This is an optimization exercise on Yosys and OpenROAD, whose aim is small area, not a production implementation. Where RTL was checked, it was by simulation tests only, not by an equivalence proof against the original. Power is estimated from default activity; no workload was simulated.

Design memwb_stage, start of the top module:
module memwb_stage (
  input  logic         clk,
  input  logic         reset,
  input  logic [3:0]   ctrl_MEM,
  input  logic [31:0]  ALU_out_MEM,
  input  logic [31:0]  write_data_MEM,
  input  logic [4:0]   reg_dst_MEM,
  output logic         mem_stall,
  output logic [1:0]   ctrl_WB,
  output logic [31:0]  read_data_WB,
  output logic [31:0]  ALU_out_WB,
  output logic [4:0]   reg_dst_WB,
  output logic         misalign_WB
);
clock: 3.5 ns
lec_check: 0
cap_margin: 20
core_margin: 2
core_utilization: 55
slew_margin: 20
synth_hierarchical: 1
standard.sh (not shown) runs the stock make flow with config.mk's settings and CLKGATE_MAP_FILE= SYNTH_SCRIPT=/design/flow/synth_recipe.tcl, a recipe that flattens the netlist after the stock synthesis.
==> flow/flow/run.sh <==
#!/bin/bash
# The standard layout, with three changes: ports are buffered with the
# smallest buffer; the buffers that timing-driven global placement adds while
# the placement is still rough are not kept (the later repair steps buffer and
# size from the final placement); and clock tree synthesis uses clkbuf_8
# clusters under a clkbuf_16 root, without dummy loads.
set -euo pipefail
export BUFFER_PORTS_ARGS="-buffer_cell sky130_fd_sc_hd__buf_1"
export GPL_KEEP_OVERFLOW=0
export CTS_ARGS="-sink_clustering_enable -repair_clock_nets -buf_list sky130_fd_sc_hd__clkbuf_8 -sink_clustering_size 20 -sink_clustering_max_diameter 55 -dont_use_dummy_load -root_buf sky130_fd_sc_hd__clkbuf_16"
bash standard.sh > standard_flow.log 2>&1
The first run finished clean.
Next try:
- CORE_UTILIZATION: 55 -> 60
- CTS_BUF_LIST: unset -> sky130_fd_sc_hd__clkbuf_8
- CTS_CLUSTER_DIAMETER: unset -> 60
- CTS_CLUSTER_SIZE: unset -> 20
After rerunning: The new run finished clean. Worst hold slack improves by 13 ps. Count of clock-buffer cells in the layout shrinks by 4. Final area shrinks by 0.47%. Synthesized area does not change. Total power is about the same. Final cell count shrinks by 2.0%. Synthesized cell count stays the same. Critical path depth stays the same. Sequential power is about the same. Wire length grows by 0.70%. Sequential share of layout area grows by 0.34 points.
Function was not checked in any run of this note: the RTL went through the layout flow alone.

========
The RTL this note starts from:
==> flow/design.v <==
module memwb_port (
  input  logic p, we, x, wen,
  output logic y
);
  assign y = ~((p | we) & (x | wen));
endmodule
module memwb_aoi222 (
  input  logic s0, d0, s1, d1, s2, d2,
  output logic y
);
  assign y = ~((s0 & d0) | (s1 & d1) | (s2 & d2));
endmodule
module memwb_oai22 (
  input  logic sn0, d0, sn1, d1,
  output logic y
);
  assign y = ~((sn0 | d0) & (sn1 | d1));
endmodule
module memwb_nand4 (
  input  logic a, b, c, d,
  output logic y
);
  assign y = ~(a & b & c & d);
endmodule
module memwb_or4 (
  input  logic a, b, c, d,
  output logic y
);
  assign y = a | b | c | d;
endmodule
module memwb_rdbit (
  input  logic [11:0] s,
  input  logic [11:0] d,
  input  logic [11:0] sn,
  input  logic [11:0] dn,
  output logic        y
);
  logic [3:0] n;   
  logic [5:0] p;   
  for (genvar i = 0; i < 4; i++) begin : g_n
    memwb_aoi222 u_n (
      .s0(s[3 * i]), .d0(d[3 * i]), .s1(s[3 * i + 1]), .d1(d[3 * i + 1]),
      .s2(s[3 * i + 2]), .d2(d[3 * i + 2]), .y(n[i])
    );
  end
  for (genvar i = 0; i < 6; i++) begin : g_p
    memwb_oai22 u_p (
      .sn0(sn[2 * i]), .d0(dn[2 * i]), .sn1(sn[2 * i + 1]), .d1(dn[2 * i + 1]), .y(p[i])
    );
  end
  logic a, o;
  memwb_nand4 u_a (.a(n[0]), .b(n[1]), .c(n[2]), .d(n[3]), .y(a));
  memwb_or4   u_o (.a(p[0]), .b(p[1]), .c(p[2]), .d(p[3]), .y(o));
  memwb_or4   u_y (.a(o), .b(p[4]), .c(p[5]), .d(a), .y(y));
endmodule
module memwb_tapdec (
  input  logic [5:0]  addr,
  input  logic [5:0]  rot,
  output logic [21:0] hit
);
  logic [5:0] h, g, p;
  logic [1:0] e0;           
  logic [3:0] e [1:5];      
  assign h = addr ^ rot;
  assign g = addr & rot;
  assign p = addr | rot;
  assign e0[0] = ~h[0];
  assign e0[1] = h[0];
  for (genvar i = 1; i < 6; i++) begin : g_e
    assign e[i][0] = ~(h[i] ^ p[i - 1]);    
    assign e[i][1] = ~(h[i] ^ g[i - 1]);    
    assign e[i][2] = (h[i] ^ p[i - 1]);     
    assign e[i][3] = (h[i] ^ g[i - 1]);     
  end
  for (genvar k = 0; k < 22; k++) begin : g_hit
    localparam logic [5:0] K = 6'(3 * k);
    assign hit[k] = e0[K[0]] & e[1][{K[1], K[0]}] & e[2][{K[2], K[1]}] &
                    e[3][{K[3], K[2]}] & e[4][{K[4], K[3]}] & e[5][{K[5], K[4]}];
  end
endmodule
module memwb_stage (
  input  logic         clk,
  input  logic         reset,
  input  logic [3:0]   ctrl_MEM,
  input  logic [31:0]  ALU_out_MEM,
  input  logic [31:0]  write_data_MEM,
  input  logic [4:0]   reg_dst_MEM,
  output logic         mem_stall,
  output logic [1:0]   ctrl_WB,
  output logic [31:0]  read_data_WB,
  output logic [31:0]  ALU_out_WB,
  output logic [4:0]   reg_dst_WB,
  output logic         misalign_WB
);
  localparam int NT = 22;   
  logic [31:0] ring [64];
  logic [5:0]  rot;
  logic        b1, b2;
  logic        wb_pend;
  logic [5:0]  wb_addr;
  logic [5:0]  wb_slot;    
  logic [31:0] wb_data;
  logic [1:0]  ctrl_wb_q;
  logic        misalign_wb_q;
  logic [31:0] read_data_wb_q;
  logic [31:0] alu_out_wb_q;
  logic [4:0]  reg_dst_wb_q;
  logic          access, misal, stall, commit, st_commit, byp, drain;
  logic [5:0]    addr;
  logic [NT-1:0] we, wen;
  logic          hsel, bsel, tapok;
  logic [NT-1:0] hit, tsel;
  logic [31:0]   wd_pos, wd_neg, rdata;
  logic [NT*32-1:0] port_y;
  genvar pk, pb, b, i;
  always_comb begin
    access    = ctrl_MEM[1] | ctrl_MEM[0];
    misal     = access & (ALU_out_MEM[1:0] != 2'b00);
    stall     = b1 | (~b2 & access);
    commit    = ~stall & ~reset;
    st_commit = commit & ctrl_MEM[0] & ~misal;
    addr      = ALU_out_MEM[7:2];
    byp       = wb_pend & (wb_addr == addr);
    for (int k = 0; k < NT; k++) begin
      we[k]   = (wb_slot == 6'(3 * k)) & wb_pend;
    end
    wen    = ~we;
    drain  = |we;
    tapok  = ~byp & ~misal;
    tsel   = hit & {NT{tapok}};
    bsel   = byp & ~misal;
    hsel   = (b1 | b2) & ~misal;
    wd_pos = wb_data;
    wd_neg = ~wb_data;
  end
  memwb_tapdec u_dec (.addr(addr), .rot(rot), .hit(hit));
  for (b = 0; b < 32; b++) begin : g_rd
    logic [11:0] s, d, sn, dn;
    for (i = 0; i < 11; i++) begin : g_t
      assign s[i]  = tsel[2 * i];
      assign d[i]  = ring[6 * i][b];
      assign sn[i] = ~tsel[2 * i + 1];
      assign dn[i] = ring[6 * i + 3][b];
    end
    assign s[11]  = hsel;
    assign d[11]  = read_data_wb_q[b];
    assign sn[11] = ~bsel;
    assign dn[11] = wd_neg[b];
    memwb_rdbit u_rd (.s(s), .d(d), .sn(sn), .dn(dn), .y(rdata[b]));
  end
  for (pk = 0; pk < NT; pk++) begin : g_port
    for (pb = 0; pb < 32; pb++) begin : g_bit
      memwb_port u_p (
        .p(ring[(3 * pk + 63) % 64][pb]), .we(we[pk]),
        .x(pk % 2 == 1 ? wd_pos[pb] : wd_neg[pb]), .wen(wen[pk]),
        .y(port_y[32 * pk + pb])
      );
    end
  end
  always_ff @(posedge clk) begin
    rot <= rot + 6'd1;
    for (int j = 0; j < 64; j++) begin
      if (j % 3 == 0) ring[j] <= port_y[32 * (j / 3) +: 32];
      else            ring[j] <= ring[(j + 63) % 64];
    end
    wb_pend <= st_commit | (wb_pend & ~drain);
    wb_slot <= st_commit ? addr + rot + 6'd2 : wb_slot + 6'd1;
    if (st_commit) begin
      wb_addr <= addr;
      wb_data <= write_data_MEM;
    end
    b1 <= ~reset & ~b1 & ~b2 & access;
    b2 <= ~reset & b1;
    ctrl_wb_q      <= commit ? ctrl_MEM[3:2] : 2'b00;
    misalign_wb_q  <= commit & misal;
    read_data_wb_q <= rdata;
    alu_out_wb_q   <= ALU_out_MEM;
    reg_dst_wb_q   <= reg_dst_MEM;
  end
  assign mem_stall    = stall;
  assign ctrl_WB      = ctrl_wb_q;
  assign read_data_WB = read_data_wb_q;
  assign ALU_out_WB   = alu_out_wb_q;
  assign reg_dst_WB   = reg_dst_wb_q;
  assign misalign_WB  = misalign_wb_q;
endmodule
==> flow/config.mk <==
export PLATFORM = sky130hd
export DESIGN_NAME = memwb_stage
export DESIGN_NICKNAME = memwb_stage
export VERILOG_FILES = /design/flow/design.v
export SDC_FILE = /design/flow/constraint.sdc
export NUM_CORES = 4
export LEC_CHECK = 0
export CAP_MARGIN = 20
export CORE_MARGIN = 2
export CORE_UTILIZATION = 60
export CTS_BUF_LIST = sky130_fd_sc_hd__clkbuf_8
export CTS_CLUSTER_DIAMETER = 60
export CTS_CLUSTER_SIZE = 20
export SLEW_MARGIN = 20
export SYNTH_HIERARCHICAL = 1
==> flow/constraint.sdc <==
create_clock -name core_clock -period 3.5 [get_ports {clk}]
set_input_delay 0.7000 -clock core_clock [delete_from_list [all_inputs] [get_ports {clk}]]
set_output_delay 0.7000 -clock core_clock [all_outputs]
set_load 0.01 [all_outputs]
==> flow/flow/run.sh <==
#!/bin/bash
# The standard layout, with three changes: ports are buffered with the
# smallest buffer; the buffers that timing-driven global placement adds while
# the placement is still rough are not kept (the later repair steps buffer and
# size from the final placement); and clock tree synthesis uses clkbuf_8
# clusters under a clkbuf_16 root, without dummy loads.
set -euo pipefail
export BUFFER_PORTS_ARGS="-buffer_cell sky130_fd_sc_hd__buf_1"
export GPL_KEEP_OVERFLOW=0
export CTS_ARGS="-sink_clustering_enable -repair_clock_nets -buf_list sky130_fd_sc_hd__clkbuf_8 -sink_clustering_size 20 -sink_clustering_max_diameter 60 -dont_use_dummy_load -root_buf sky130_fd_sc_hd__clkbuf_16"
bash standard.sh > standard_flow.log 2>&1
Next try:
--- a/flow/config.mk
+++ b/flow/config.mk
@@ -9,7 +9,6 @@
 export CORE_MARGIN = 2
 export CORE_UTILIZATION = 60
-export CTS_BUF_LIST = sky130_fd_sc_hd__clkbuf_8
-export CTS_CLUSTER_DIAMETER = 60
-export CTS_CLUSTER_SIZE = 20
+export PLACE_DENSITY = 0.7
+export SETUP_SLACK_MARGIN = 0.1
 export SLEW_MARGIN = 20
 export SYNTH_HIERARCHICAL = 1
Outcome:
- final area is about the same
- global-route usage came out lower by 0.82 points
- cell count hardly moves
- area after synthesis does not change
- combinational power is about the same
- total power came out lower slightly
- non-clock buffer count came out lower by 3
- clock skew came out higher by 0.012 ns
- via count barely changes
Next try:
--- a/flow/config.mk
+++ b/flow/config.mk
@@ -8,7 +8,5 @@
 export CAP_MARGIN = 20
 export CORE_MARGIN = 2
-export CORE_UTILIZATION = 60
-export PLACE_DENSITY = 0.7
-export SETUP_SLACK_MARGIN = 0.1
+export CORE_UTILIZATION = 65
 export SLEW_MARGIN = 20
 export SYNTH_HIERARCHICAL = 1
Outcome:
- The new run finished but failed the layout checks on setup timing
- total power stays flat
- core utilization came out higher by 5.3 points
- non-clock buffer count went up by 8
- worst hold slack gets better by 0.040 ns
- maximum frequency came out lower by 5.8%
- sequential share of layout area stays flat
- cell count fell by 1.9%
- via count rises by 1.3%
- clock-buffer cell count goes down by 9
- global-route usage rises by 3.9 points
- combinational power rose by about 4%

[port drivers added, routing unchanged]
The results above use ideal ports. As a check the final layouts listed here were re-extracted and re-timed, cells and wires unchanged.
Step 1 (the two cells are an assumption about what drives the block):
set clk [get_ports {clk}]
set_driving_cell -lib_cell sky130_fd_sc_hd__clkbuf_16 $clk
set_driving_cell -lib_cell sky130_fd_sc_hd__buf_2 [delete_from_list [all_inputs] $clk]
Step 2 adds t to the input delays and takes it off the output delays; t is the mean of the earliest and latest rising clock arrival at the registers after step 1. Input paths then give back, and output paths get back, about the clock's delay inside the block.
a / b / c = ideal ports / drivers / drivers and shift; a / b = the first two.
run	shift t [ns]	setup slack, ns	worst setup path at the end	pins driven straight from the clock port
the first run of note 1	0.767	0.176 / 0.176 / -0.414	input to register	1
the second run of note 1	0.772	0.085 / 0.085 / -0.423	input to register	1
the first run of note 2	0.752	0.113 / 0.152 / -0.600	input to register	1
the second run of note 2	0.762	0.177 / 0.177 / -0.408	input to register	1
the third run of note 2	0.727	-0.028 / -0.028 / -0.557	input to register	1
Met with ideal ports but missed after step 2: setup timing in the first run of note 1, the second run of note 1, the first run of note 2 and the second run of note 2. The setup slack of the first run of note 2, which loses most, moves by +0.039 ns with the drivers and by -0.713 ns with both steps.
